Source: an optimization exercise on an open RTL-to-GDS flow (aim: small area, a short achievable clock period and few clock cycles per item). Production flows keep margins and buffers that such runs may drop. In this exercise RTL edits were held to simulation tests only and were not proved equivalent to the original. Power figures rest on the tool's default switching activity, not on a simulated workload.

==> flow/design.v <==
package emgrms_pkg;
   localparam int SAMPLE_W  = 12;
   localparam int RUN_W     = 16;
   localparam int RUNS_W    = 8;
   localparam int CSR_IDX_W = 8;
   localparam int CSR_DAT_W = 12;
   localparam int REQ_DAT_W = 16;
   localparam int RSP_DAT_W = 32;
   localparam logic [RUN_W-1:0] RUN_MAX = {RUN_W{1'b1}};
   localparam logic [CSR_IDX_W-1:0] REG_BIAS_LEVEL      = 8'd0;
   localparam logic [CSR_IDX_W-1:0] REG_ALERT_THRESHOLD = 8'd1;
   localparam logic [CSR_IDX_W-1:0] REG_RUNS_TO_ALERT   = 8'd2;
   localparam logic [SAMPLE_W-1:0] BIAS_RESET      = 12'd2048;
   localparam logic [SAMPLE_W-1:0] THRESHOLD_RESET = 12'd500;
   localparam logic [RUNS_W-1:0]   RUNS_RESET      = 8'd5;
   localparam int RSP_RUN_LSB   = SAMPLE_W;
   localparam int RSP_ALERT_BIT = SAMPLE_W + RUN_W;
endpackage
module emg_window_rms_alert_top #(
   parameter int WINDOW_LEN = 128
) (
   input  logic                                 clock,
   input  logic                                 reset,
   input  logic                                 req_tvalid,
   output logic                                 req_tready,
   input  logic [emgrms_pkg::REQ_DAT_W-1:0]     req_tdata,
   output logic                                 rsp_tvalid,
   input  logic                                 rsp_tready,
   output logic [emgrms_pkg::RSP_DAT_W-1:0]     rsp_tdata,
   input  logic                                 csr_valid,
   output logic                                 csr_ready,
   input  logic [emgrms_pkg::CSR_IDX_W-1:0]     csr_index,
   input  logic [emgrms_pkg::CSR_DAT_W-1:0]     csr_data
);
   localparam int SW     = emgrms_pkg::SAMPLE_W;           
   localparam int RW     = emgrms_pkg::RUN_W;              
   localparam int SLOT_W = $clog2(WINDOW_LEN);             
   localparam int FILL_W = $clog2(WINDOW_LEN + 1);         
   localparam int SUM_W  = 2 * SW + SLOT_W;                
   localparam int RAD_W  = SUM_W - SLOT_W;                 
   localparam int REM_W  = SW + 2;                         
   localparam int ROWS   = 2;                       
   localparam int NSTG   = 7;                              
   localparam int QD     = NSTG + 4;                       
   localparam int QA_W   = $clog2(QD);
   localparam int CR_W   = $clog2(QD + 1);
   function automatic int stage_end(input int s);
      case (s)
         0: stage_end = 4;
         1: stage_end = 6;
         2: stage_end = 8;
         3: stage_end = 9;
         4: stage_end = 10;
         5: stage_end = 11;
         default: stage_end = 12;
      endcase
   endfunction
   logic [SW-1:0]                 bias_ff;
   logic [SW-1:0]                 thr_ff;
   logic [emgrms_pkg::RUNS_W-1:0] runs_ff;
   always_ff @(posedge clock) begin
      if (reset) begin
         bias_ff <= emgrms_pkg::BIAS_RESET;
         thr_ff  <= emgrms_pkg::THRESHOLD_RESET;
         runs_ff <= emgrms_pkg::RUNS_RESET;
      end else if (csr_valid) begin
         case (csr_index)
            emgrms_pkg::REG_BIAS_LEVEL:      bias_ff <= csr_data;
            emgrms_pkg::REG_ALERT_THRESHOLD: thr_ff  <= csr_data;
            emgrms_pkg::REG_RUNS_TO_ALERT:   runs_ff <= csr_data[emgrms_pkg::RUNS_W-1:0];
            default: ;
         endcase
      end
   end
   assign csr_ready = 1'b1;
   logic              rdy_ff;
   logic              acc;
   logic [SLOT_W-1:0] gap;         
   logic [FILL_W-1:0] fill;        
   logic              full;
   logic [CR_W-1:0]   cred;        
   logic              load;        
   logic              cr_lt_m1, cr_lt;
   logic              in_step;
   assign req_tready = rdy_ff;
   assign acc        = req_tvalid && rdy_ff;
   assign full       = (fill == FILL_W'(WINDOW_LEN));
   assign cr_lt_m1   = (cred < CR_W'(QD - 1));
   assign cr_lt      = (cred < CR_W'(QD));
   assign in_step    = (gap == {SLOT_W{1'b1}}) || (fill == '0);
   always_ff @(posedge clock) begin
      if (reset) begin
         gap    <= '0;
         fill   <= '0;
         cred   <= '0;
         rdy_ff <= 1'b1;
      end else begin
         gap <= acc ? '0 : gap + 1'b1;
         if (acc && !full) fill <= fill + 1'b1;
         if (acc && full && !load)      cred <= cred + 1'b1;
         else if (!(acc && full) && load) cred <= cred - 1'b1;
         if (acc) begin
            if (full) rdy_ff <= load ? cr_lt : cr_lt_m1;
            else      rdy_ff <= load || cr_lt;
         end else begin
            rdy_ff <= in_step && (load || cr_lt);
         end
      end
   end
   logic          in_v, in_q;
   logic [SW-1:0] in_d;
   always_ff @(posedge clock) begin
      if (reset) in_v <= 1'b0;
      else       in_v <= acc;
      in_q <= full;
      in_d <= req_tdata[SW-1:0];
   end
   logic [SW:0]              dif_a;
   logic [SW-1:0]            dif_b;
   logic [SW-1:0]            rect;
   logic [WINDOW_LEN*SW-1:0] win;
   logic [SW-1:0]            win_last;
   logic                     v1, q1;
   logic [SW-1:0]            o1;
   assign dif_a    = {1'b0, in_d} - {1'b0, bias_ff};
   assign dif_b    = bias_ff - in_d;
   assign rect     = dif_a[SW] ? dif_b : dif_a[SW-1:0];
   assign win_last = win[WINDOW_LEN*SW-1 -: SW];
   always_ff @(posedge clock) begin
      win <= {win[(WINDOW_LEN-1)*SW-1:0], in_v ? rect : win_last};
   end
   always_ff @(posedge clock) begin
      if (reset) v1 <= 1'b0;
      else       v1 <= in_v;
      q1 <= in_q;
      o1 <= (in_v && in_q) ? win_last : '0;
   end
   logic [SW-1:0]    sq_x, sq_y;
   logic [SUM_W-1:0] tree_r [ROWS];
   logic [SUM_W-1:0] r2 [ROWS];
   logic             v2, q2;
   assign sq_x = win[SW-1:0];
   assign sq_y = o1;
   logic dd_1;
   logic dd_2;
   logic dd_3;
   logic dd_4;
   logic dd_5;
   logic dd_6;
   logic dd_7;
   logic dd_8;
   logic dd_9;
   logic dd_10;
   logic dd_11;
   logic dd_12;
   logic dd_13;
   logic dd_14;
   logic dd_15;
   logic dd_16;
   logic dd_17;
   logic dd_18;
   logic dd_19;
   logic dd_20;
   logic dd_21;
   logic dd_22;
   logic dd_23;
   logic dd_24;
   logic dd_25;
   logic dd_26;
   logic dd_27;
   logic dd_28;
   logic dd_29;
   logic dd_30;
   logic dd_31;
   logic dd_32;
   logic dd_33;
   logic dd_34;
   logic dd_35;
   logic dd_36;
   logic dd_37;
   logic dd_38;
   logic dd_39;
   logic dd_40;
   logic dd_41;
   logic dd_42;
   logic dd_43;
   logic dd_44;
   logic dd_45;
   logic dd_46;
   logic dd_47;
   logic dd_48;
   logic dd_49;
   logic dd_50;
   logic dd_51;
   logic dd_52;
   logic dd_53;
   logic dd_54;
   logic dd_55;
   logic dd_56;
   logic dd_57;
   logic dd_58;
   logic dd_59;
   logic dd_60;
   logic dd_61;
   logic dd_62;
   logic dd_63;
   logic dd_64;
   logic dd_65;
   logic dd_66;
   logic dd_67;
   logic dd_68;
   logic dd_69;
   logic dd_70;
   logic dd_71;
   logic dd_72;
   logic dd_73;
   logic dd_74;
   logic dd_75;
   logic dd_76;
   logic dd_77;
   logic dd_78;
   logic dd_79;
   logic dd_80;
   logic dd_81;
   logic dd_82;
   logic dd_83;
   logic dd_84;
   logic dd_85;
   logic dd_86;
   logic dd_87;
   logic dd_88;
   logic dd_89;
   logic dd_90;
   logic dd_91;
   logic dd_92;
   logic dd_93;
   logic dd_94;
   logic dd_95;
   logic dd_96;
   logic dd_97;
   logic dd_98;
   logic dd_99;
   logic dd_100;
   logic dd_101;
   logic dd_102;
   logic dd_103;
   logic dd_104;
   logic dd_105;
   logic dd_106;
   logic dd_107;
   logic dd_108;
   logic dd_109;
   logic dd_110;
   logic dd_111;
   logic dd_112;
   logic dd_113;
   logic dd_114;
   logic dd_115;
   logic dd_116;
   logic dd_117;
   logic dd_118;
   logic dd_119;
   logic dd_120;
   logic dd_121;
   logic dd_122;
   logic dd_123;
   logic dd_124;
   logic dd_125;
   logic dd_126;
   logic dd_127;
   logic dd_128;
   logic dd_129;
   logic dd_130;
   logic dd_131;
   logic dd_132;
   logic dd_133;
   logic dd_134;
   logic dd_135;
   logic dd_136;
   logic dd_137;
   logic dd_138;
   logic dd_139;
   logic dd_140;
   logic dd_141;
   logic dd_142;
   logic dd_143;
   logic dd_144;
   logic dd_145;
   logic dd_146;
   logic dd_147;
   logic dd_148;
   logic dd_149;
   logic dd_150;
   logic dd_151;
   logic dd_152;
   logic dd_153;
   logic dd_154;
   logic dd_155;
   logic dd_156;
   logic dd_157;
   logic dd_158;
   logic dd_159;
   logic dd_160;
   logic dd_161;
   logic dd_162;
   logic dd_163;
   logic dd_164;
   logic dd_165;
   logic dd_166;
   logic dd_167;
   logic dd_168;
   logic dd_169;
   logic dd_170;
   logic dd_171;
   logic dd_172;
   logic dd_173;
   logic dd_174;
   logic dd_175;
   logic dd_176;
   logic dd_177;
   logic dd_178;
   logic dd_179;
   logic dd_180;
   logic dd_181;
   logic dd_182;
   logic dd_183;
   logic dd_184;
   logic dd_185;
   logic dd_186;
   logic dd_187;
   logic dd_188;
   logic dd_189;
   logic dd_190;
   logic dd_191;
   logic dd_192;
   logic dd_193;
   logic dd_194;
   logic dd_195;
   logic dd_196;
   logic dd_197;
   logic dd_198;
   logic dd_199;
   logic dd_200;
   logic dd_201;
   logic dd_202;
   logic dd_203;
   logic dd_204;
   logic dd_205;
   logic dd_206;
   logic dd_207;
   logic dd_208;
   logic dd_209;
   logic dd_210;
   logic dd_211;
   logic dd_212;
   logic dd_213;
   logic dd_214;
   logic dd_215;
   logic dd_216;
   logic dd_217;
   logic dd_218;
   logic dd_219;
   logic dd_220;
   logic dd_221;
   logic dd_222;
   logic dd_223;
   logic dd_224;
   logic dd_225;
   logic dd_226;
   logic dd_227;
   logic dd_228;
   logic dd_229;
   logic dd_230;
   logic dd_231;
   logic dd_232;
   logic dd_233;
   logic dd_234;
   logic dd_235;
   logic dd_236;
   logic dd_237;
   logic dd_238;
   logic dd_239;
   logic dd_240;
   logic dd_241;
   logic dd_242;
   logic dd_243;
   logic dd_244;
   logic dd_245;
   logic dd_246;
   logic dd_247;
   logic dd_248;
   logic dd_249;
   logic dd_250;
   logic dd_251;
   logic dd_252;
   logic dd_253;
   logic dd_254;
   logic dd_255;
   logic dd_256;
   logic dd_257;
   logic dd_258;
   logic dd_259;
   logic dd_260;
   logic dd_261;
   logic dd_262;
   logic dd_263;
   logic dd_264;
   logic dd_265;
   logic dd_266;
   logic dd_267;
   logic dd_268;
   logic dd_269;
   logic dd_270;
   assign dd_1 = (sq_x[4] & sq_x[3]) ^ (sq_x[0] & sq_x[8]) ^ (sq_x[1] & sq_x[7]);
   assign dd_2 = ((sq_x[4] & sq_x[3]) & (sq_x[0] & sq_x[8])) | ((sq_x[4] & sq_x[3]) & (sq_x[1] & sq_x[7])) | ((sq_x[0] & sq_x[8]) & (sq_x[1] & sq_x[7]));
   assign dd_3 = (sq_x[5] & ~sq_x[4]) ^ (sq_x[0] & sq_x[9]) ^ (sq_x[1] & sq_x[8]);
   assign dd_4 = ((sq_x[5] & ~sq_x[4]) & (sq_x[0] & sq_x[9])) | ((sq_x[5] & ~sq_x[4]) & (sq_x[1] & sq_x[8])) | ((sq_x[0] & sq_x[9]) & (sq_x[1] & sq_x[8]));
   assign dd_5 = (sq_x[5] & sq_x[4]) ^ (sq_x[0] & sq_x[10]) ^ (sq_x[1] & sq_x[9]);
   assign dd_6 = ((sq_x[5] & sq_x[4]) & (sq_x[0] & sq_x[10])) | ((sq_x[5] & sq_x[4]) & (sq_x[1] & sq_x[9])) | ((sq_x[0] & sq_x[10]) & (sq_x[1] & sq_x[9]));
   assign dd_7 = (sq_x[2] & sq_x[8]) ^ (sq_x[3] & sq_x[7]) ^ (sq_x[4] & sq_x[6]);
   assign dd_8 = ((sq_x[2] & sq_x[8]) & (sq_x[3] & sq_x[7])) | ((sq_x[2] & sq_x[8]) & (sq_x[4] & sq_x[6])) | ((sq_x[3] & sq_x[7]) & (sq_x[4] & sq_x[6]));
   assign dd_9 = ~(sq_y[5] & sq_y[4]) ^ ~(sq_y[0] & sq_y[10]);
   assign dd_10 = ~(sq_y[5] & sq_y[4]) & ~(sq_y[0] & sq_y[10]);
   assign dd_11 = (sq_x[6] & ~sq_x[5]) ^ (sq_x[0] & sq_x[11]) ^ (sq_x[1] & sq_x[10]);
   assign dd_12 = ((sq_x[6] & ~sq_x[5]) & (sq_x[0] & sq_x[11])) | ((sq_x[6] & ~sq_x[5]) & (sq_x[1] & sq_x[10])) | ((sq_x[0] & sq_x[11]) & (sq_x[1] & sq_x[10]));
   assign dd_13 = (sq_x[2] & sq_x[9]) ^ (sq_x[3] & sq_x[8]) ^ (sq_x[4] & sq_x[7]);
   assign dd_14 = ((sq_x[2] & sq_x[9]) & (sq_x[3] & sq_x[8])) | ((sq_x[2] & sq_x[9]) & (sq_x[4] & sq_x[7])) | ((sq_x[3] & sq_x[8]) & (sq_x[4] & sq_x[7]));
   assign dd_15 = ~(sq_y[6] & ~sq_y[5]) ^ ~(sq_y[0] & sq_y[11]) ^ ~(sq_y[1] & sq_y[10]);
   assign dd_16 = (~(sq_y[6] & ~sq_y[5]) & ~(sq_y[0] & sq_y[11])) | (~(sq_y[6] & ~sq_y[5]) & ~(sq_y[1] & sq_y[10])) | (~(sq_y[0] & sq_y[11]) & ~(sq_y[1] & sq_y[10]));
   assign dd_17 = (sq_x[6] & sq_x[5]) ^ (sq_x[1] & sq_x[11]) ^ (sq_x[2] & sq_x[10]);
   assign dd_18 = ((sq_x[6] & sq_x[5]) & (sq_x[1] & sq_x[11])) | ((sq_x[6] & sq_x[5]) & (sq_x[2] & sq_x[10])) | ((sq_x[1] & sq_x[11]) & (sq_x[2] & sq_x[10]));
   assign dd_19 = (sq_x[3] & sq_x[9]) ^ (sq_x[4] & sq_x[8]) ^ (sq_x[5] & sq_x[7]);
   assign dd_20 = ((sq_x[3] & sq_x[9]) & (sq_x[4] & sq_x[8])) | ((sq_x[3] & sq_x[9]) & (sq_x[5] & sq_x[7])) | ((sq_x[4] & sq_x[8]) & (sq_x[5] & sq_x[7]));
   assign dd_21 = ~(sq_y[6] & sq_y[5]) ^ ~(sq_y[1] & sq_y[11]) ^ ~(sq_y[2] & sq_y[10]);
   assign dd_22 = (~(sq_y[6] & sq_y[5]) & ~(sq_y[1] & sq_y[11])) | (~(sq_y[6] & sq_y[5]) & ~(sq_y[2] & sq_y[10])) | (~(sq_y[1] & sq_y[11]) & ~(sq_y[2] & sq_y[10]));
   assign dd_23 = (sq_x[7] & ~sq_x[6]) ^ (sq_x[2] & sq_x[11]) ^ (sq_x[3] & sq_x[10]);
   assign dd_24 = ((sq_x[7] & ~sq_x[6]) & (sq_x[2] & sq_x[11])) | ((sq_x[7] & ~sq_x[6]) & (sq_x[3] & sq_x[10])) | ((sq_x[2] & sq_x[11]) & (sq_x[3] & sq_x[10]));
   assign dd_25 = (sq_x[4] & sq_x[9]) ^ (sq_x[5] & sq_x[8]) ^ ~(sq_y[7] & ~sq_y[6]);
   assign dd_26 = ((sq_x[4] & sq_x[9]) & (sq_x[5] & sq_x[8])) | ((sq_x[4] & sq_x[9]) & ~(sq_y[7] & ~sq_y[6])) | ((sq_x[5] & sq_x[8]) & ~(sq_y[7] & ~sq_y[6]));
   assign dd_27 = ~(sq_y[2] & sq_y[11]) ^ ~(sq_y[3] & sq_y[10]);
   assign dd_28 = ~(sq_y[2] & sq_y[11]) & ~(sq_y[3] & sq_y[10]);
   assign dd_29 = (sq_x[7] & sq_x[6]) ^ (sq_x[3] & sq_x[11]) ^ (sq_x[4] & sq_x[10]);
   assign dd_30 = ((sq_x[7] & sq_x[6]) & (sq_x[3] & sq_x[11])) | ((sq_x[7] & sq_x[6]) & (sq_x[4] & sq_x[10])) | ((sq_x[3] & sq_x[11]) & (sq_x[4] & sq_x[10]));
   assign dd_31 = (sq_x[5] & sq_x[9]) ^ (sq_x[6] & sq_x[8]) ^ ~(sq_y[7] & sq_y[6]);
   assign dd_32 = ((sq_x[5] & sq_x[9]) & (sq_x[6] & sq_x[8])) | ((sq_x[5] & sq_x[9]) & ~(sq_y[7] & sq_y[6])) | ((sq_x[6] & sq_x[8]) & ~(sq_y[7] & sq_y[6]));
   assign dd_33 = ~(sq_y[3] & sq_y[11]) ^ ~(sq_y[4] & sq_y[10]);
   assign dd_34 = ~(sq_y[3] & sq_y[11]) & ~(sq_y[4] & sq_y[10]);
   assign dd_35 = (sq_x[8] & ~sq_x[7]) ^ (sq_x[4] & sq_x[11]) ^ (sq_x[5] & sq_x[10]);
   assign dd_36 = ((sq_x[8] & ~sq_x[7]) & (sq_x[4] & sq_x[11])) | ((sq_x[8] & ~sq_x[7]) & (sq_x[5] & sq_x[10])) | ((sq_x[4] & sq_x[11]) & (sq_x[5] & sq_x[10]));
   assign dd_37 = (sq_x[8] & sq_x[7]) ^ (sq_x[5] & sq_x[11]);
   assign dd_38 = (sq_x[8] & sq_x[7]) & (sq_x[5] & sq_x[11]);
   assign dd_39 = (sq_x[2] & sq_x[1]) ^ (sq_x[0] & sq_x[4]);
   assign dd_40 = (sq_x[2] & sq_x[1]) & (sq_x[0] & sq_x[4]);
   assign dd_41 = (sq_x[3] & ~sq_x[2]) ^ (sq_x[0] & sq_x[5]);
   assign dd_42 = (sq_x[3] & ~sq_x[2]) & (sq_x[0] & sq_x[5]);
   assign dd_43 = (sq_x[3] & sq_x[2]) ^ (sq_x[0] & sq_x[6]) ^ (sq_x[1] & sq_x[5]);
   assign dd_44 = ((sq_x[3] & sq_x[2]) & (sq_x[0] & sq_x[6])) | ((sq_x[3] & sq_x[2]) & (sq_x[1] & sq_x[5])) | ((sq_x[0] & sq_x[6]) & (sq_x[1] & sq_x[5]));
   assign dd_45 = (sq_x[2] & sq_x[4]) ^ ~(sq_y[3] & sq_y[2]) ^ ~(sq_y[0] & sq_y[6]);
   assign dd_46 = ((sq_x[2] & sq_x[4]) & ~(sq_y[3] & sq_y[2])) | ((sq_x[2] & sq_x[4]) & ~(sq_y[0] & sq_y[6])) | (~(sq_y[3] & sq_y[2]) & ~(sq_y[0] & sq_y[6]));
   assign dd_47 = (sq_x[4] & ~sq_x[3]) ^ (sq_x[0] & sq_x[7]) ^ (sq_x[1] & sq_x[6]);
   assign dd_48 = ((sq_x[4] & ~sq_x[3]) & (sq_x[0] & sq_x[7])) | ((sq_x[4] & ~sq_x[3]) & (sq_x[1] & sq_x[6])) | ((sq_x[0] & sq_x[7]) & (sq_x[1] & sq_x[6]));
   assign dd_49 = (sq_x[2] & sq_x[5]) ^ ~(sq_y[4] & ~sq_y[3]) ^ ~(sq_y[0] & sq_y[7]);
   assign dd_50 = ((sq_x[2] & sq_x[5]) & ~(sq_y[4] & ~sq_y[3])) | ((sq_x[2] & sq_x[5]) & ~(sq_y[0] & sq_y[7])) | (~(sq_y[4] & ~sq_y[3]) & ~(sq_y[0] & sq_y[7]));
   assign dd_51 = (sq_x[2] & sq_x[6]) ^ (sq_x[3] & sq_x[5]) ^ ~(sq_y[4] & sq_y[3]);
   assign dd_52 = ((sq_x[2] & sq_x[6]) & (sq_x[3] & sq_x[5])) | ((sq_x[2] & sq_x[6]) & ~(sq_y[4] & sq_y[3])) | ((sq_x[3] & sq_x[5]) & ~(sq_y[4] & sq_y[3]));
   assign dd_53 = ~(sq_y[0] & sq_y[8]) ^ ~(sq_y[1] & sq_y[7]) ^ ~(sq_y[2] & sq_y[6]);
   assign dd_54 = (~(sq_y[0] & sq_y[8]) & ~(sq_y[1] & sq_y[7])) | (~(sq_y[0] & sq_y[8]) & ~(sq_y[2] & sq_y[6])) | (~(sq_y[1] & sq_y[7]) & ~(sq_y[2] & sq_y[6]));
   assign dd_55 = ~(sq_y[3] & sq_y[5]) ^ 1'b1;
   assign dd_56 = ~(sq_y[3] & sq_y[5]) & 1'b1;
   assign dd_57 = (sq_x[2] & sq_x[7]) ^ (sq_x[3] & sq_x[6]) ^ ~(sq_y[5] & ~sq_y[4]);
   assign dd_58 = ((sq_x[2] & sq_x[7]) & (sq_x[3] & sq_x[6])) | ((sq_x[2] & sq_x[7]) & ~(sq_y[5] & ~sq_y[4])) | ((sq_x[3] & sq_x[6]) & ~(sq_y[5] & ~sq_y[4]));
   assign dd_59 = ~(sq_y[0] & sq_y[9]) ^ ~(sq_y[1] & sq_y[8]) ^ ~(sq_y[2] & sq_y[7]);
   assign dd_60 = (~(sq_y[0] & sq_y[9]) & ~(sq_y[1] & sq_y[8])) | (~(sq_y[0] & sq_y[9]) & ~(sq_y[2] & sq_y[7])) | (~(sq_y[1] & sq_y[8]) & ~(sq_y[2] & sq_y[7]));
   assign dd_61 = ~(sq_y[3] & sq_y[6]) ^ dd_3 ^ dd_2;
   assign dd_62 = (~(sq_y[3] & sq_y[6]) & dd_3) | (~(sq_y[3] & sq_y[6]) & dd_2) | (dd_3 & dd_2);
   assign dd_63 = ~(sq_y[1] & sq_y[9]) ^ ~(sq_y[2] & sq_y[8]) ^ ~(sq_y[3] & sq_y[7]);
   assign dd_64 = (~(sq_y[1] & sq_y[9]) & ~(sq_y[2] & sq_y[8])) | (~(sq_y[1] & sq_y[9]) & ~(sq_y[3] & sq_y[7])) | (~(sq_y[2] & sq_y[8]) & ~(sq_y[3] & sq_y[7]));
   assign dd_65 = ~(sq_y[4] & sq_y[6]) ^ 1'b1 ^ dd_5;
   assign dd_66 = (~(sq_y[4] & sq_y[6]) & 1'b1) | (~(sq_y[4] & sq_y[6]) & dd_5) | (1'b1 & dd_5);
   assign dd_67 = dd_7 ^ dd_9 ^ dd_4;
   assign dd_68 = (dd_7 & dd_9) | (dd_7 & dd_4) | (dd_9 & dd_4);
   assign dd_69 = ~(sq_y[2] & sq_y[9]) ^ ~(sq_y[3] & sq_y[8]) ^ ~(sq_y[4] & sq_y[7]);
   assign dd_70 = (~(sq_y[2] & sq_y[9]) & ~(sq_y[3] & sq_y[8])) | (~(sq_y[2] & sq_y[9]) & ~(sq_y[4] & sq_y[7])) | (~(sq_y[3] & sq_y[8]) & ~(sq_y[4] & sq_y[7]));
   assign dd_71 = dd_11 ^ dd_13 ^ dd_15;
   assign dd_72 = (dd_11 & dd_13) | (dd_11 & dd_15) | (dd_13 & dd_15);
   assign dd_73 = dd_6 ^ dd_8 ^ dd_10;
   assign dd_74 = (dd_6 & dd_8) | (dd_6 & dd_10) | (dd_8 & dd_10);
   assign dd_75 = ~(sq_y[3] & sq_y[9]) ^ ~(sq_y[4] & sq_y[8]) ^ ~(sq_y[5] & sq_y[7]);
   assign dd_76 = (~(sq_y[3] & sq_y[9]) & ~(sq_y[4] & sq_y[8])) | (~(sq_y[3] & sq_y[9]) & ~(sq_y[5] & sq_y[7])) | (~(sq_y[4] & sq_y[8]) & ~(sq_y[5] & sq_y[7]));
   assign dd_77 = dd_17 ^ dd_19 ^ dd_21;
   assign dd_78 = (dd_17 & dd_19) | (dd_17 & dd_21) | (dd_19 & dd_21);
   assign dd_79 = dd_12 ^ dd_14 ^ dd_16;
   assign dd_80 = (dd_12 & dd_14) | (dd_12 & dd_16) | (dd_14 & dd_16);
   assign dd_81 = ~(sq_y[4] & sq_y[9]) ^ ~(sq_y[5] & sq_y[8]) ^ 1'b1;
   assign dd_82 = (~(sq_y[4] & sq_y[9]) & ~(sq_y[5] & sq_y[8])) | (~(sq_y[4] & sq_y[9]) & 1'b1) | (~(sq_y[5] & sq_y[8]) & 1'b1);
   assign dd_83 = dd_23 ^ dd_25 ^ dd_27;
   assign dd_84 = (dd_23 & dd_25) | (dd_23 & dd_27) | (dd_25 & dd_27);
   assign dd_85 = dd_18 ^ dd_20 ^ dd_22;
   assign dd_86 = (dd_18 & dd_20) | (dd_18 & dd_22) | (dd_20 & dd_22);
   assign dd_87 = ~(sq_y[5] & sq_y[9]) ^ ~(sq_y[6] & sq_y[8]) ^ 1'b1;
   assign dd_88 = (~(sq_y[5] & sq_y[9]) & ~(sq_y[6] & sq_y[8])) | (~(sq_y[5] & sq_y[9]) & 1'b1) | (~(sq_y[6] & sq_y[8]) & 1'b1);
   assign dd_89 = dd_29 ^ dd_31 ^ dd_33;
   assign dd_90 = (dd_29 & dd_31) | (dd_29 & dd_33) | (dd_31 & dd_33);
   assign dd_91 = dd_24 ^ dd_26 ^ dd_28;
   assign dd_92 = (dd_24 & dd_26) | (dd_24 & dd_28) | (dd_26 & dd_28);
   assign dd_93 = (sq_x[6] & sq_x[9]) ^ ~(sq_y[8] & ~sq_y[7]) ^ ~(sq_y[4] & sq_y[11]);
   assign dd_94 = ((sq_x[6] & sq_x[9]) & ~(sq_y[8] & ~sq_y[7])) | ((sq_x[6] & sq_x[9]) & ~(sq_y[4] & sq_y[11])) | (~(sq_y[8] & ~sq_y[7]) & ~(sq_y[4] & sq_y[11]));
   assign dd_95 = ~(sq_y[5] & sq_y[10]) ^ ~(sq_y[6] & sq_y[9]) ^ dd_35;
   assign dd_96 = (~(sq_y[5] & sq_y[10]) & ~(sq_y[6] & sq_y[9])) | (~(sq_y[5] & sq_y[10]) & dd_35) | (~(sq_y[6] & sq_y[9]) & dd_35);
   assign dd_97 = dd_30 ^ dd_32 ^ dd_34;
   assign dd_98 = (dd_30 & dd_32) | (dd_30 & dd_34) | (dd_32 & dd_34);
   assign dd_99 = (sq_x[6] & sq_x[10]) ^ (sq_x[7] & sq_x[9]) ^ ~(sq_y[8] & sq_y[7]);
   assign dd_100 = ((sq_x[6] & sq_x[10]) & (sq_x[7] & sq_x[9])) | ((sq_x[6] & sq_x[10]) & ~(sq_y[8] & sq_y[7])) | ((sq_x[7] & sq_x[9]) & ~(sq_y[8] & sq_y[7]));
   assign dd_101 = ~(sq_y[5] & sq_y[11]) ^ ~(sq_y[6] & sq_y[10]) ^ ~(sq_y[7] & sq_y[9]);
   assign dd_102 = (~(sq_y[5] & sq_y[11]) & ~(sq_y[6] & sq_y[10])) | (~(sq_y[5] & sq_y[11]) & ~(sq_y[7] & sq_y[9])) | (~(sq_y[6] & sq_y[10]) & ~(sq_y[7] & sq_y[9]));
   assign dd_103 = 1'b1 ^ dd_37 ^ dd_36;
   assign dd_104 = (1'b1 & dd_37) | (1'b1 & dd_36) | (dd_37 & dd_36);
   assign dd_105 = (sq_x[9] & ~sq_x[8]) ^ (sq_x[6] & sq_x[11]) ^ (sq_x[7] & sq_x[10]);
   assign dd_106 = ((sq_x[9] & ~sq_x[8]) & (sq_x[6] & sq_x[11])) | ((sq_x[9] & ~sq_x[8]) & (sq_x[7] & sq_x[10])) | ((sq_x[6] & sq_x[11]) & (sq_x[7] & sq_x[10]));
   assign dd_107 = ~(sq_y[9] & ~sq_y[8]) ^ ~(sq_y[6] & sq_y[11]) ^ ~(sq_y[7] & sq_y[10]);
   assign dd_108 = (~(sq_y[9] & ~sq_y[8]) & ~(sq_y[6] & sq_y[11])) | (~(sq_y[9] & ~sq_y[8]) & ~(sq_y[7] & sq_y[10])) | (~(sq_y[6] & sq_y[11]) & ~(sq_y[7] & sq_y[10]));
   assign dd_109 = (sq_x[9] & sq_x[8]) ^ (sq_x[7] & sq_x[11]) ^ (sq_x[8] & sq_x[10]);
   assign dd_110 = ((sq_x[9] & sq_x[8]) & (sq_x[7] & sq_x[11])) | ((sq_x[9] & sq_x[8]) & (sq_x[8] & sq_x[10])) | ((sq_x[7] & sq_x[11]) & (sq_x[8] & sq_x[10]));
   assign dd_111 = ~(sq_y[9] & sq_y[8]) ^ ~(sq_y[7] & sq_y[11]);
   assign dd_112 = ~(sq_y[9] & sq_y[8]) & ~(sq_y[7] & sq_y[11]);
   assign dd_113 = (sq_x[1] & sq_x[0]) ^ (sq_x[0] & sq_x[2]);
   assign dd_114 = (sq_x[1] & sq_x[0]) & (sq_x[0] & sq_x[2]);
   assign dd_115 = (sq_x[2] & ~sq_x[1]) ^ (sq_x[0] & sq_x[3]);
   assign dd_116 = (sq_x[2] & ~sq_x[1]) & (sq_x[0] & sq_x[3]);
   assign dd_117 = (sq_x[1] & sq_x[3]) ^ ~(sq_y[2] & sq_y[1]) ^ ~(sq_y[0] & sq_y[4]);
   assign dd_118 = ((sq_x[1] & sq_x[3]) & ~(sq_y[2] & sq_y[1])) | ((sq_x[1] & sq_x[3]) & ~(sq_y[0] & sq_y[4])) | (~(sq_y[2] & sq_y[1]) & ~(sq_y[0] & sq_y[4]));
   assign dd_119 = ~(sq_y[1] & sq_y[3]) ^ 1'b1;
   assign dd_120 = ~(sq_y[1] & sq_y[3]) & 1'b1;
   assign dd_121 = (sq_x[1] & sq_x[4]) ^ ~(sq_y[3] & ~sq_y[2]) ^ ~(sq_y[0] & sq_y[5]);
   assign dd_122 = ((sq_x[1] & sq_x[4]) & ~(sq_y[3] & ~sq_y[2])) | ((sq_x[1] & sq_x[4]) & ~(sq_y[0] & sq_y[5])) | (~(sq_y[3] & ~sq_y[2]) & ~(sq_y[0] & sq_y[5]));
   assign dd_123 = ~(sq_y[1] & sq_y[4]) ^ dd_41 ^ dd_40;
   assign dd_124 = (~(sq_y[1] & sq_y[4]) & dd_41) | (~(sq_y[1] & sq_y[4]) & dd_40) | (dd_41 & dd_40);
   assign dd_125 = ~(sq_y[1] & sq_y[5]) ^ ~(sq_y[2] & sq_y[4]) ^ 1'b1;
   assign dd_126 = (~(sq_y[1] & sq_y[5]) & ~(sq_y[2] & sq_y[4])) | (~(sq_y[1] & sq_y[5]) & 1'b1) | (~(sq_y[2] & sq_y[4]) & 1'b1);
   assign dd_127 = dd_43 ^ dd_45 ^ dd_42;
   assign dd_128 = (dd_43 & dd_45) | (dd_43 & dd_42) | (dd_45 & dd_42);
   assign dd_129 = ~(sq_y[1] & sq_y[6]) ^ ~(sq_y[2] & sq_y[5]) ^ dd_47;
   assign dd_130 = (~(sq_y[1] & sq_y[6]) & ~(sq_y[2] & sq_y[5])) | (~(sq_y[1] & sq_y[6]) & dd_47) | (~(sq_y[2] & sq_y[5]) & dd_47);
   assign dd_131 = dd_49 ^ dd_44 ^ dd_46;
   assign dd_132 = (dd_49 & dd_44) | (dd_49 & dd_46) | (dd_44 & dd_46);
   assign dd_133 = dd_1 ^ dd_51 ^ dd_53;
   assign dd_134 = (dd_1 & dd_51) | (dd_1 & dd_53) | (dd_51 & dd_53);
   assign dd_135 = dd_55 ^ dd_48 ^ dd_50;
   assign dd_136 = (dd_55 & dd_48) | (dd_55 & dd_50) | (dd_48 & dd_50);
   assign dd_137 = dd_57 ^ dd_59 ^ dd_61;
   assign dd_138 = (dd_57 & dd_59) | (dd_57 & dd_61) | (dd_59 & dd_61);
   assign dd_139 = dd_52 ^ dd_54 ^ dd_56;
   assign dd_140 = (dd_52 & dd_54) | (dd_52 & dd_56) | (dd_54 & dd_56);
   assign dd_141 = dd_63 ^ dd_65 ^ dd_67;
   assign dd_142 = (dd_63 & dd_65) | (dd_63 & dd_67) | (dd_65 & dd_67);
   assign dd_143 = dd_58 ^ dd_60 ^ dd_62;
   assign dd_144 = (dd_58 & dd_60) | (dd_58 & dd_62) | (dd_60 & dd_62);
   assign dd_145 = dd_69 ^ dd_71 ^ dd_73;
   assign dd_146 = (dd_69 & dd_71) | (dd_69 & dd_73) | (dd_71 & dd_73);
   assign dd_147 = dd_64 ^ dd_66 ^ dd_68;
   assign dd_148 = (dd_64 & dd_66) | (dd_64 & dd_68) | (dd_66 & dd_68);
   assign dd_149 = dd_75 ^ dd_77 ^ dd_79;
   assign dd_150 = (dd_75 & dd_77) | (dd_75 & dd_79) | (dd_77 & dd_79);
   assign dd_151 = dd_70 ^ dd_72 ^ dd_74;
   assign dd_152 = (dd_70 & dd_72) | (dd_70 & dd_74) | (dd_72 & dd_74);
   assign dd_153 = dd_81 ^ dd_83 ^ dd_85;
   assign dd_154 = (dd_81 & dd_83) | (dd_81 & dd_85) | (dd_83 & dd_85);
   assign dd_155 = dd_76 ^ dd_78 ^ dd_80;
   assign dd_156 = (dd_76 & dd_78) | (dd_76 & dd_80) | (dd_78 & dd_80);
   assign dd_157 = dd_87 ^ dd_89 ^ dd_91;
   assign dd_158 = (dd_87 & dd_89) | (dd_87 & dd_91) | (dd_89 & dd_91);
   assign dd_159 = dd_82 ^ dd_84 ^ dd_86;
   assign dd_160 = (dd_82 & dd_84) | (dd_82 & dd_86) | (dd_84 & dd_86);
   assign dd_161 = dd_93 ^ dd_95 ^ dd_97;
   assign dd_162 = (dd_93 & dd_95) | (dd_93 & dd_97) | (dd_95 & dd_97);
   assign dd_163 = dd_88 ^ dd_90 ^ dd_92;
   assign dd_164 = (dd_88 & dd_90) | (dd_88 & dd_92) | (dd_90 & dd_92);
   assign dd_165 = dd_99 ^ dd_101 ^ dd_103;
   assign dd_166 = (dd_99 & dd_101) | (dd_99 & dd_103) | (dd_101 & dd_103);
   assign dd_167 = dd_94 ^ dd_96 ^ dd_98;
   assign dd_168 = (dd_94 & dd_96) | (dd_94 & dd_98) | (dd_96 & dd_98);
   assign dd_169 = dd_38 ^ dd_105 ^ dd_107;
   assign dd_170 = (dd_38 & dd_105) | (dd_38 & dd_107) | (dd_105 & dd_107);
   assign dd_171 = dd_100 ^ dd_102 ^ dd_104;
   assign dd_172 = (dd_100 & dd_102) | (dd_100 & dd_104) | (dd_102 & dd_104);
   assign dd_173 = ~(sq_y[8] & sq_y[10]) ^ 1'b1 ^ dd_109;
   assign dd_174 = (~(sq_y[8] & sq_y[10]) & 1'b1) | (~(sq_y[8] & sq_y[10]) & dd_109) | (1'b1 & dd_109);
   assign dd_175 = dd_111 ^ dd_106 ^ dd_108;
   assign dd_176 = (dd_111 & dd_106) | (dd_111 & dd_108) | (dd_106 & dd_108);
   assign dd_177 = (sq_x[10] & ~sq_x[9]) ^ (sq_x[8] & sq_x[11]) ^ ~(sq_y[10] & ~sq_y[9]);
   assign dd_178 = ((sq_x[10] & ~sq_x[9]) & (sq_x[8] & sq_x[11])) | ((sq_x[10] & ~sq_x[9]) & ~(sq_y[10] & ~sq_y[9])) | ((sq_x[8] & sq_x[11]) & ~(sq_y[10] & ~sq_y[9]));
   assign dd_179 = ~(sq_y[8] & sq_y[11]) ^ dd_110 ^ dd_112;
   assign dd_180 = (~(sq_y[8] & sq_y[11]) & dd_110) | (~(sq_y[8] & sq_y[11]) & dd_112) | (dd_110 & dd_112);
   assign dd_181 = (sq_x[10] & sq_x[9]) ^ (sq_x[9] & sq_x[11]) ^ ~(sq_y[10] & sq_y[9]);
   assign dd_182 = ((sq_x[10] & sq_x[9]) & (sq_x[9] & sq_x[11])) | ((sq_x[10] & sq_x[9]) & ~(sq_y[10] & sq_y[9])) | ((sq_x[9] & sq_x[11]) & ~(sq_y[10] & sq_y[9]));
   assign dd_183 = ~(sq_y[9] & sq_y[11]) ^ 1'b1;
   assign dd_184 = ~(sq_y[9] & sq_y[11]) & 1'b1;
   assign dd_185 = ~(sq_y[1] & sq_y[0]) ^ ~(sq_y[0] & sq_y[2]);
   assign dd_186 = ~(sq_y[1] & sq_y[0]) & ~(sq_y[0] & sq_y[2]);
   assign dd_187 = ~(sq_y[2] & ~sq_y[1]) ^ ~(sq_y[0] & sq_y[3]) ^ dd_115;
   assign dd_188 = (~(sq_y[2] & ~sq_y[1]) & ~(sq_y[0] & sq_y[3])) | (~(sq_y[2] & ~sq_y[1]) & dd_115) | (~(sq_y[0] & sq_y[3]) & dd_115);
   assign dd_189 = dd_39 ^ dd_117 ^ dd_119;
   assign dd_190 = (dd_39 & dd_117) | (dd_39 & dd_119) | (dd_117 & dd_119);
   assign dd_191 = dd_121 ^ dd_123 ^ dd_118;
   assign dd_192 = (dd_121 & dd_123) | (dd_121 & dd_118) | (dd_123 & dd_118);
   assign dd_193 = dd_125 ^ dd_127 ^ dd_122;
   assign dd_194 = (dd_125 & dd_127) | (dd_125 & dd_122) | (dd_127 & dd_122);
   assign dd_195 = dd_129 ^ dd_131 ^ dd_126;
   assign dd_196 = (dd_129 & dd_131) | (dd_129 & dd_126) | (dd_131 & dd_126);
   assign dd_197 = dd_133 ^ dd_135 ^ dd_130;
   assign dd_198 = (dd_133 & dd_135) | (dd_133 & dd_130) | (dd_135 & dd_130);
   assign dd_199 = dd_137 ^ dd_139 ^ dd_134;
   assign dd_200 = (dd_137 & dd_139) | (dd_137 & dd_134) | (dd_139 & dd_134);
   assign dd_201 = dd_141 ^ dd_143 ^ dd_138;
   assign dd_202 = (dd_141 & dd_143) | (dd_141 & dd_138) | (dd_143 & dd_138);
   assign dd_203 = dd_145 ^ dd_147 ^ dd_142;
   assign dd_204 = (dd_145 & dd_147) | (dd_145 & dd_142) | (dd_147 & dd_142);
   assign dd_205 = dd_149 ^ dd_151 ^ dd_146;
   assign dd_206 = (dd_149 & dd_151) | (dd_149 & dd_146) | (dd_151 & dd_146);
   assign dd_207 = dd_153 ^ dd_155 ^ dd_150;
   assign dd_208 = (dd_153 & dd_155) | (dd_153 & dd_150) | (dd_155 & dd_150);
   assign dd_209 = dd_157 ^ dd_159 ^ dd_154;
   assign dd_210 = (dd_157 & dd_159) | (dd_157 & dd_154) | (dd_159 & dd_154);
   assign dd_211 = dd_161 ^ dd_163 ^ dd_158;
   assign dd_212 = (dd_161 & dd_163) | (dd_161 & dd_158) | (dd_163 & dd_158);
   assign dd_213 = dd_165 ^ dd_167 ^ dd_162;
   assign dd_214 = (dd_165 & dd_167) | (dd_165 & dd_162) | (dd_167 & dd_162);
   assign dd_215 = dd_169 ^ dd_171 ^ dd_166;
   assign dd_216 = (dd_169 & dd_171) | (dd_169 & dd_166) | (dd_171 & dd_166);
   assign dd_217 = dd_173 ^ dd_175 ^ dd_170;
   assign dd_218 = (dd_173 & dd_175) | (dd_173 & dd_170) | (dd_175 & dd_170);
   assign dd_219 = dd_177 ^ dd_179 ^ dd_174;
   assign dd_220 = (dd_177 & dd_179) | (dd_177 & dd_174) | (dd_179 & dd_174);
   assign dd_221 = dd_181 ^ dd_183 ^ dd_178;
   assign dd_222 = (dd_181 & dd_183) | (dd_181 & dd_178) | (dd_183 & dd_178);
   assign dd_223 = (sq_x[11] & ~sq_x[10]) ^ ~(sq_y[11] & ~sq_y[10]) ^ dd_182;
   assign dd_224 = ((sq_x[11] & ~sq_x[10]) & ~(sq_y[11] & ~sq_y[10])) | ((sq_x[11] & ~sq_x[10]) & dd_182) | (~(sq_y[11] & ~sq_y[10]) & dd_182);
   assign dd_225 = (sq_x[11] & sq_x[10]) ^ ~(sq_y[11] & sq_y[10]);
   assign dd_226 = (sq_x[11] & sq_x[10]) & ~(sq_y[11] & sq_y[10]);
   assign dd_227 = sq_x[0] ^ ~sq_y[0];
   assign dd_228 = sq_x[0] & ~sq_y[0];
   assign dd_229 = 1'b1 ^ dd_113;
   assign dd_230 = 1'b1 & dd_113;
   assign dd_231 = dd_114 ^ dd_187 ^ dd_186;
   assign dd_232 = (dd_114 & dd_187) | (dd_114 & dd_186) | (dd_187 & dd_186);
   assign dd_233 = dd_116 ^ dd_189 ^ dd_188;
   assign dd_234 = (dd_116 & dd_189) | (dd_116 & dd_188) | (dd_189 & dd_188);
   assign dd_235 = dd_120 ^ dd_191 ^ dd_190;
   assign dd_236 = (dd_120 & dd_191) | (dd_120 & dd_190) | (dd_191 & dd_190);
   assign dd_237 = dd_124 ^ dd_193 ^ dd_192;
   assign dd_238 = (dd_124 & dd_193) | (dd_124 & dd_192) | (dd_193 & dd_192);
   assign dd_239 = dd_128 ^ dd_195 ^ dd_194;
   assign dd_240 = (dd_128 & dd_195) | (dd_128 & dd_194) | (dd_195 & dd_194);
   assign dd_241 = dd_132 ^ dd_197 ^ dd_196;
   assign dd_242 = (dd_132 & dd_197) | (dd_132 & dd_196) | (dd_197 & dd_196);
   assign dd_243 = dd_136 ^ dd_199 ^ dd_198;
   assign dd_244 = (dd_136 & dd_199) | (dd_136 & dd_198) | (dd_199 & dd_198);
   assign dd_245 = dd_140 ^ dd_201 ^ dd_200;
   assign dd_246 = (dd_140 & dd_201) | (dd_140 & dd_200) | (dd_201 & dd_200);
   assign dd_247 = dd_144 ^ dd_203 ^ dd_202;
   assign dd_248 = (dd_144 & dd_203) | (dd_144 & dd_202) | (dd_203 & dd_202);
   assign dd_249 = dd_148 ^ dd_205 ^ dd_204;
   assign dd_250 = (dd_148 & dd_205) | (dd_148 & dd_204) | (dd_205 & dd_204);
   assign dd_251 = dd_152 ^ dd_207 ^ dd_206;
   assign dd_252 = (dd_152 & dd_207) | (dd_152 & dd_206) | (dd_207 & dd_206);
   assign dd_253 = dd_156 ^ dd_209 ^ dd_208;
   assign dd_254 = (dd_156 & dd_209) | (dd_156 & dd_208) | (dd_209 & dd_208);
   assign dd_255 = dd_160 ^ dd_211 ^ dd_210;
   assign dd_256 = (dd_160 & dd_211) | (dd_160 & dd_210) | (dd_211 & dd_210);
   assign dd_257 = dd_164 ^ dd_213 ^ dd_212;
   assign dd_258 = (dd_164 & dd_213) | (dd_164 & dd_212) | (dd_213 & dd_212);
   assign dd_259 = dd_168 ^ dd_215 ^ dd_214;
   assign dd_260 = (dd_168 & dd_215) | (dd_168 & dd_214) | (dd_215 & dd_214);
   assign dd_261 = dd_172 ^ dd_217 ^ dd_216;
   assign dd_262 = (dd_172 & dd_217) | (dd_172 & dd_216) | (dd_217 & dd_216);
   assign dd_263 = dd_176 ^ dd_219 ^ dd_218;
   assign dd_264 = (dd_176 & dd_219) | (dd_176 & dd_218) | (dd_219 & dd_218);
   assign dd_265 = dd_180 ^ dd_221 ^ dd_220;
   assign dd_266 = (dd_180 & dd_221) | (dd_180 & dd_220) | (dd_221 & dd_220);
   assign dd_267 = dd_184 ^ dd_223 ^ dd_222;
   assign dd_268 = (dd_184 & dd_223) | (dd_184 & dd_222) | (dd_223 & dd_222);
   assign dd_269 = 1'b1 ^ dd_225 ^ dd_224;
   assign dd_270 = (1'b1 & dd_225) | (1'b1 & dd_224) | (dd_225 & dd_224);
   assign tree_r[0] = {1'b1, 1'b1, 1'b1, 1'b1, 1'b1, 1'b1, dd_226, dd_269, dd_267, dd_265, dd_263, dd_261, dd_259, dd_257, dd_255, dd_253, dd_251, dd_249, dd_247, dd_245, dd_243, dd_241, dd_239, dd_237, dd_235, dd_233, dd_231, dd_185, (sq_x[1] & ~sq_x[0]), 1'b1, 1'b1};
   assign tree_r[1] = {1'b0, 1'b0, 1'b0, 1'b0, 1'b0, 1'b0, dd_270, dd_268, dd_266, dd_264, dd_262, dd_260, dd_258, dd_256, dd_254, dd_252, dd_250, dd_248, dd_246, dd_244, dd_242, dd_240, dd_238, dd_236, dd_234, dd_232, dd_230, dd_229, ~(sq_y[1] & ~sq_y[0]), dd_228, dd_227};
   always_ff @(posedge clock) begin
      if (reset) v2 <= 1'b0;
      else       v2 <= v1;
      q2 <= q1;
      for (int r = 0; r < ROWS; r++) r2[r] <= tree_r[r];
   end
   logic [SUM_W-1:0] sum;
   logic [SUM_W-1:0] sum_add;
   logic             v3;
   always_comb begin
      sum_add = sum;
      for (int r = 0; r < ROWS; r++) sum_add = sum_add + r2[r];
   end
   always_ff @(posedge clock) begin
      if (reset) begin
         sum <= '0;
         v3  <= 1'b0;
      end else begin
         if (v2) sum <= sum_add;
         v3 <= v2 && q2;
      end
   end
   for (genvar s = 0; s < NSTG; s++) begin : g_root
      localparam int T0 = (s == 0) ? 0 : stage_end(s - 1);
      localparam int T1 = stage_end(s);
      logic [RAD_W-1:0] rad_i, rad_c, rad_r;
      logic [REM_W-1:0] rem_i, rem_c, rem_r;
      logic [SW-1:0]    q_i, q_c, q_r;
      logic             v_i, v_r;
      logic             over_c;
      if (s == 0) begin : g_in
         assign rad_i = sum[SUM_W-1:SLOT_W];
         assign rem_i = '0;
         assign q_i   = '0;
         assign v_i   = v3;
      end else begin : g_in
         assign rad_i = g_root[s-1].rad_r;
         assign rem_i = g_root[s-1].rem_r;
         assign q_i   = g_root[s-1].q_r;
         assign v_i   = g_root[s-1].v_r;
      end
      always_comb begin
         logic [REM_W-1:0] rem_sh;
         logic [REM_W:0]   diff;
         rad_c = rad_i;
         rem_c = rem_i;
         q_c   = q_i;
         for (int t = T0; t < T1; t++) begin
            rem_sh = {rem_c[REM_W-3:0], rad_c[RAD_W-1:RAD_W-2]};
            rad_c  = rad_c << 2;
            diff   = {1'b0, rem_sh} - {1'b0, q_c, 2'b01};
            if (!diff[REM_W]) begin
               rem_c = diff[REM_W-1:0];
               q_c   = {q_c[SW-2:0], 1'b1};
            end else begin
               rem_c = rem_sh;
               q_c   = {q_c[SW-2:0], 1'b0};
            end
            rem_c = rem_c & REM_W'((1 << (t + 2)) - 1);
            q_c   = q_c & SW'((1 << (t + 1)) - 1);
         end
         over_c = (q_i[SW-2:0] > thr_ff[SW-1:1])
               || ((q_i[SW-2:0] == thr_ff[SW-1:1]) && (q_c[0] || !thr_ff[0]));
      end
      if (s < NSTG - 1) begin : g_reg
         always_ff @(posedge clock) begin
            if (reset) v_r <= 1'b0;
            else       v_r <= v_i;
            rad_r <= rad_c;
            rem_r <= rem_c;
            q_r   <= q_c;
         end
      end
   end
   logic [SW:0]   qmem [QD];       
   logic [QA_W:0] wp, rp;          
   logic [QA_W:0] rp_inc;
   logic          q_empty;
   logic          lv;
   logic [SW-1:0] lq;
   logic          lo;
   assign lv      = g_root[NSTG-1].v_i;
   assign lq      = g_root[NSTG-1].q_c;
   assign lo      = g_root[NSTG-1].over_c;
   assign q_empty = (wp == rp);
   function automatic logic [QA_W:0] ptr_inc(input logic [QA_W:0] p);
      if (p[QA_W-1:0] == QA_W'(QD - 1)) ptr_inc = {~p[QA_W], {QA_W{1'b0}}};
      else                              ptr_inc = p + 1'b1;
   endfunction
   assign rp_inc = ptr_inc(rp);
   logic ld_ok, bypass;
   assign ld_ok  = !ov || rsp_tready;
   assign bypass = q_empty && ld_ok;
   always_ff @(posedge clock) begin
      if (lv && !bypass) qmem[wp[QA_W-1:0]] <= {lo, lq};
   end
   logic          ov;
   logic [SW-1:0] od_lvl;
   logic [RW-1:0] od_run;
   logic          od_alert;
   logic [SW-1:0] lvl_in;
   logic          over_in;
   logic [RW-1:0] run_inc, run_nx;
   logic          alert_nx;
   logic          run_reach;
   logic          pop;             
   assign pop       = !q_empty && ld_ok;
   assign load      = pop || (bypass && lv);
   assign {over_in, lvl_in} = q_empty ? {lo, lq} : qmem[rp[QA_W-1:0]];
   assign run_inc   = (od_run == emgrms_pkg::RUN_MAX) ? od_run : od_run + 1'b1;
   assign run_reach = (run_inc >= RW'(runs_ff));
   assign run_nx    = over_in ? run_inc : '0;
   assign alert_nx  = od_alert | (over_in && run_reach);
   always_ff @(posedge clock) begin
      if (reset) begin
         wp       <= '0;
         rp       <= '0;
         ov       <= 1'b0;
         od_run   <= '0;
         od_alert <= 1'b0;
      end else begin
         if (lv && !bypass) wp <= ptr_inc(wp);
         if (pop) rp <= rp_inc;
         if (load) begin
            ov       <= 1'b1;
            od_run   <= run_nx;
            od_alert <= alert_nx;
         end else if (rsp_tready) begin
            ov <= 1'b0;
         end
      end
      if (load) od_lvl <= lvl_in;
   end
   assign rsp_tvalid = ov;
   assign rsp_tdata  = {3'b000, od_alert, od_run, od_lvl};
endmodule
==> flow/flow/run.sh <==
#!/bin/bash
# The standard layout (standard.sh: standard synthesis, floorplan, place,
# CTS, route, finish) with two settings changed in config.mk:
#  - timing repair aims well below the clock period: repair_timing works on
#    every path with less than SETUP_SLACK_MARGIN ns of slack, so a margin of
#    7.0 ns at the 10 ns clock aims at a 3.0 ns path;
#  - clock tree: clkbuf_16 only, sink clusters of up to 30 flip-flops within
#    60 um, and no dummy balancing loads.
# The constraints (constraint.sdc) are not touched. The whole make output is
# kept in standard.log; ORFS keeps each step's log under orfs/logs/.
set -euo pipefail
cat >> config.mk <<'CFG'
export SETUP_SLACK_MARGIN = 7.0
export CTS_ARGS = -sink_clustering_enable -repair_clock_nets -sink_clustering_size 30 -sink_clustering_max_diameter 60 -buf_list sky130_fd_sc_hd__clkbuf_16 -dont_use_dummy_load
CFG
bash standard.sh > standard.log 2>&1
==> flow/standard.sh <==
#!/bin/bash
# synth_recipe.tcl (not shown) runs the flow's synth.tcl, then flattens the netlist and writes it again
# the make line also repeats each setting of config.mk as NAME=value (left out here)
make -C /OpenROAD-flow-scripts/flow DESIGN_CONFIG=/design/flow/config.mk WORK_HOME=/design/flow/orfs CLKGATE_MAP_FILE= SYNTH_SCRIPT=/design/flow/synth_recipe.tcl "${@:-finish}"
==> flow/config.mk <==
export PLATFORM = sky130hd
export DESIGN_NAME = emg_window_rms_alert_top
export DESIGN_NICKNAME = emg_window_rms_alert_top
export VERILOG_FILES = /design/flow/design.v
export SDC_FILE = /design/flow/constraint.sdc
export NUM_CORES = 4
export LEC_CHECK = 0
export CAP_MARGIN = 20
export CORE_MARGIN = 2
export CORE_UTILIZATION = 40
export SLEW_MARGIN = 20
export SETUP_SLACK_MARGIN = 7.0
export CTS_ARGS = -sink_clustering_enable -repair_clock_nets -sink_clustering_size 30 -sink_clustering_max_diameter 60 -buf_list sky130_fd_sc_hd__clkbuf_16 -dont_use_dummy_load
==> flow/constraint.sdc <==
create_clock -name core_clock -period 10.0 [get_ports {clock}]
set_input_delay 2.0000 -clock core_clock [delete_from_list [all_inputs] [get_ports {clock}]]
set_output_delay 2.0000 -clock core_clock [all_outputs]
set_load 0.01 [all_outputs]
==> notes.md <==
routing by layer:
layer,GRT usage (%),vias up,part of all wire (%)
li1,-,13804,-
met1,17.38,13281,49
met2,19.30,401,44
met3,2.559,168,3.7
met4,4.542,2,3.3
met5,0,-,0.014
power breakdown:
group	internal (uW)	switching, uW
combinational	2130	2080
clock	1860	2320
sequential	8770	271
critical path: stages, from the launching register on:
cell	delay (ns)
dfxtp_2	0.35
inv_4	0.04
ha_4	0.21
o21a_1	0.12
o21ai_2	0.16
a21oi_2	0.08
or3_4	0.37
buf_12	0.16
a21oi_4	0.15
ha_4	0.23
a21o_1	0.17
a21o_1	0.17
a21oi_2	0.18
o41ai_4	0.11
a31o_4	0.26
a21boi_4	0.21
buf_12	0.16
nor2_2	0.04
xnor2_1	0.11
kinds of logic after synthesis:
logic type	count (synthesis)	synth area share (%)
other	2	0.01307
xor gates and xnor gates	103	1.570
muxes	124	2.805
adders and majority gates	315	8.676
DFF	2041	73.82
buffers and inverters	388	2.605
and+or+nand+nor	652	5.632
AOI/OAI and AO/OA	434	4.880
cell usage in the layout (no fill, tap or decap), drive strengths merged, types with 23 or more instances in the layout:
cell           count
nand2b            30
nand2            174
and3              28
nor3              34
xor2              44
mux2i             62
o211ai            38
nand3             23
mux2              36
nor2b             45
ha               176
fa               139
nor2             155
o21a              27
o21ai             98
clkdlybuf4s50     31
buf              248
a21o              37
inv              284
xnor2             59
clkbuf           105
dfxtp           1886
a21oi            125
and2              90
mux4              26
edfxtp           155
worst paths after layout:
check	endpoint	slack, ns	cells after the start
setup / recovery	g_root[2].rem_r[2]	6.57	18
hold / removal	win[1061]	0.27	0
setup reg to reg	g_root[2].rem_r[2]	6.57	18
hold reg to reg	win[1061]	0.27	0
state kept, by name, summed over array words and instances (netlist names), 5 cells and up, named ones only:
| register | count |
|---|---|
| runs_ff | 8 |
| qmem | 143 |
| fill | 8 |
| o1 | 12 |
| g_root.rem_r | 54 |
| g_root.rad_r | 48 |
| win | 1536 |
| od_lvl | 12 |
| rp | 5 |
| gap | 7 |
| sum | 31 |
| bias_ff | 12 |
| od_run | 16 |
| in_d | 12 |
| g_root.v_r | 6 |
| g_root.q_r | 48 |
| r2 | 48 |
| wp | 5 |
| thr_ff | 12 |
area by class of cell:
class                           instances  share of cell area [%]
Multi-Input combinational cell       1634                   22.98
Tap cell                             1903                   3.574
Antenna cell                            4                 0.01503
Sequential cell                      2041                   63.98
Inverter                              288                   1.670
Timing Repair Buffer                  281                   3.830
Clock buffer                          105                   3.944
repair_timing:
action / 4_1_cts / 5_1_grt
endpoints found under the hold margin: 0 / 0
resized for setup: 384 / 159
gates cloned: 2 / 2
hold buffers: 0 / 0
buffers inserted: 130 / 69
pin swaps: 101 / 123
endpoints found under the setup margin: 338 / 216
metrics by stage:
stage,setup slack [ns],cells,total power (uW)
after floorplan,6.366,4061,11540
after global placement,5.575,5944,12110
after detailed placement,5.524,5944,12160
after CTS,6.605,6181,17120
after global routing,6.446,6254,18340
final,6.566,6256,17430
==> notes.md <==
* Peak VDD IR at 0.1799 mV
* Sequential area share after synthesis at 73.82%
* Total GRT Usage at 12.50%
* Initial antenna violation count at 8
* Final Util at 46.54%
* Drt drc at 0
* Synth async-reset ratio at 0%
* Placed cell areas at 60760 um^2
* Ys flop type: dfxtp_1
* WP data required at 10.55 ns
* Kind of critical path: reg -> reg
* Post-synthesis register bit count at 2041
* Area of the multi-input gates at 15310 um^2
* Hold Crit Start: win[1049]
* LEAKAGE at 0.02642 uW
* Buffers on Ports at 67
* Max cap viols at 0
* Htree depth at 3
* Clock sink total at 2041
* Fmax at 0.2912 GHz
* Core Footprint at 143100 um^2
* Vias in the first global route at 27405
* Status: timing/DRC/antenna clean
* Clock Latency Late Sink at 0.73 ns
* Hold Path Class: reg -> reg
* Post-route design area at 66620 um^2
* Slew headroom at 41.97%
* Area contributors post-synth: dfxtp_1, edfxtp_1, fa_1
* First-pass GRT wire length at 146500 um
* Post-synth EDFFs at 155
* Routability cong. at 0.8075
* IO Count at 76
* Clock slew at reported path FFs at 0.10 ns
* Via count at 27656
* Min Tclk post-route at 3.434 ns
* Cell Pwr Density at 261.7 nW/um^2
* Setup crit start: g_root[1].q_r[0]
* Deepest clock path buffer count at 3
* Starting Density at 40.14%
* Count leader, synth: dfxtp_1
* Worst-path fanout max at 7
* Final setup vio count at 0
* Cell variety after synth at 76
* Clock Skews at 0.07001 ns
* Worst Setup End Kind: flip-flop
* RSZ-0062 raised after global routing: true
* Layout cells sized above 1 at 18.12%
* Area share of the largest cell type after synthesis at 65.72%
* Detailed Route Iter0 Violations at 1397
* Tcrit/Tclk final at 34.34%
* Post-DP HPWL at 56200 um
* Remaining antenna violation count at 0
* DR pass1 iterations at 5
* Die footprint at 146700 um^2
* Worst hold margin at 0.2713 ns
* Row cnt at 139
* GR Overflow Total at 0
* Critical Path AT at 3.98 ns
* Largest net degree at the start of global routing at 73
* Worst-margin pin slew at 0.8704 ns
* Dominant cell type by area after synthesis: dfxtp_1
* Top cells by count, synth: dfxtp_1, inv_1, ha_1, nand2_1, edfxtp_1
* Max Slew Vio Count at 0
* Startpoint types: flip-flop
* Synthesis-to-layout area growth at 15.95%
* Synth Instances at 4059
* Syn. warnings at 3
* Filler Cell Count at 12452
* Final setup TNS at 0 ns
* WL/cell at 14.80 um
* Die Wd at 383.0 um
* Mapped Area at 57450 um^2
* Clock root buffer: clkbuf_16
* CTS tree: yes
* # nets final at 4707
* WL final at 92610 um
* Total CTS buffers at 105
* DR vias/cell at 4.421
* Die Y at 383.0 um
* Final Hold Viols at 0
* Critical R2R Launch: g_root[1].q_r[0]
* Syn_area_per_cell at 14.15 um^2
* Reg area at 42620 um^2
Testbench counts, summed over its fixed seeds: cycles 5,208, items 4,096.

-- static timing again, ports no longer ideal --
The flow's constraints put no driver on any port. The routed layout listed below was extracted and timed again, unchanged, in two steps. Step 1, drivers: a clkbuf_16 drives clock and a buf_2 each remaining input, both assumed. Step 2 times the ports against the registers' clock, not the clock port: input delays grow and output delays shrink by t, the midpoint of the rising clock arrivals with the driver on. Three values: ideal ports, drivers, drivers and shift; two values: the first two.
t, ns: 0.787
setup slack, ns: 6.566 / 6.566 / 6.217
worst setup path after step 2: input to register
latest minus earliest clock arrival (ns): 0.091 / 0.091
worst slew at a driven data input, ns: 0.11
After both steps this run still meets setup and hold. For this run, drivers alone change the setup slack by 0.000 ns; drivers and shift together by -0.349 ns.
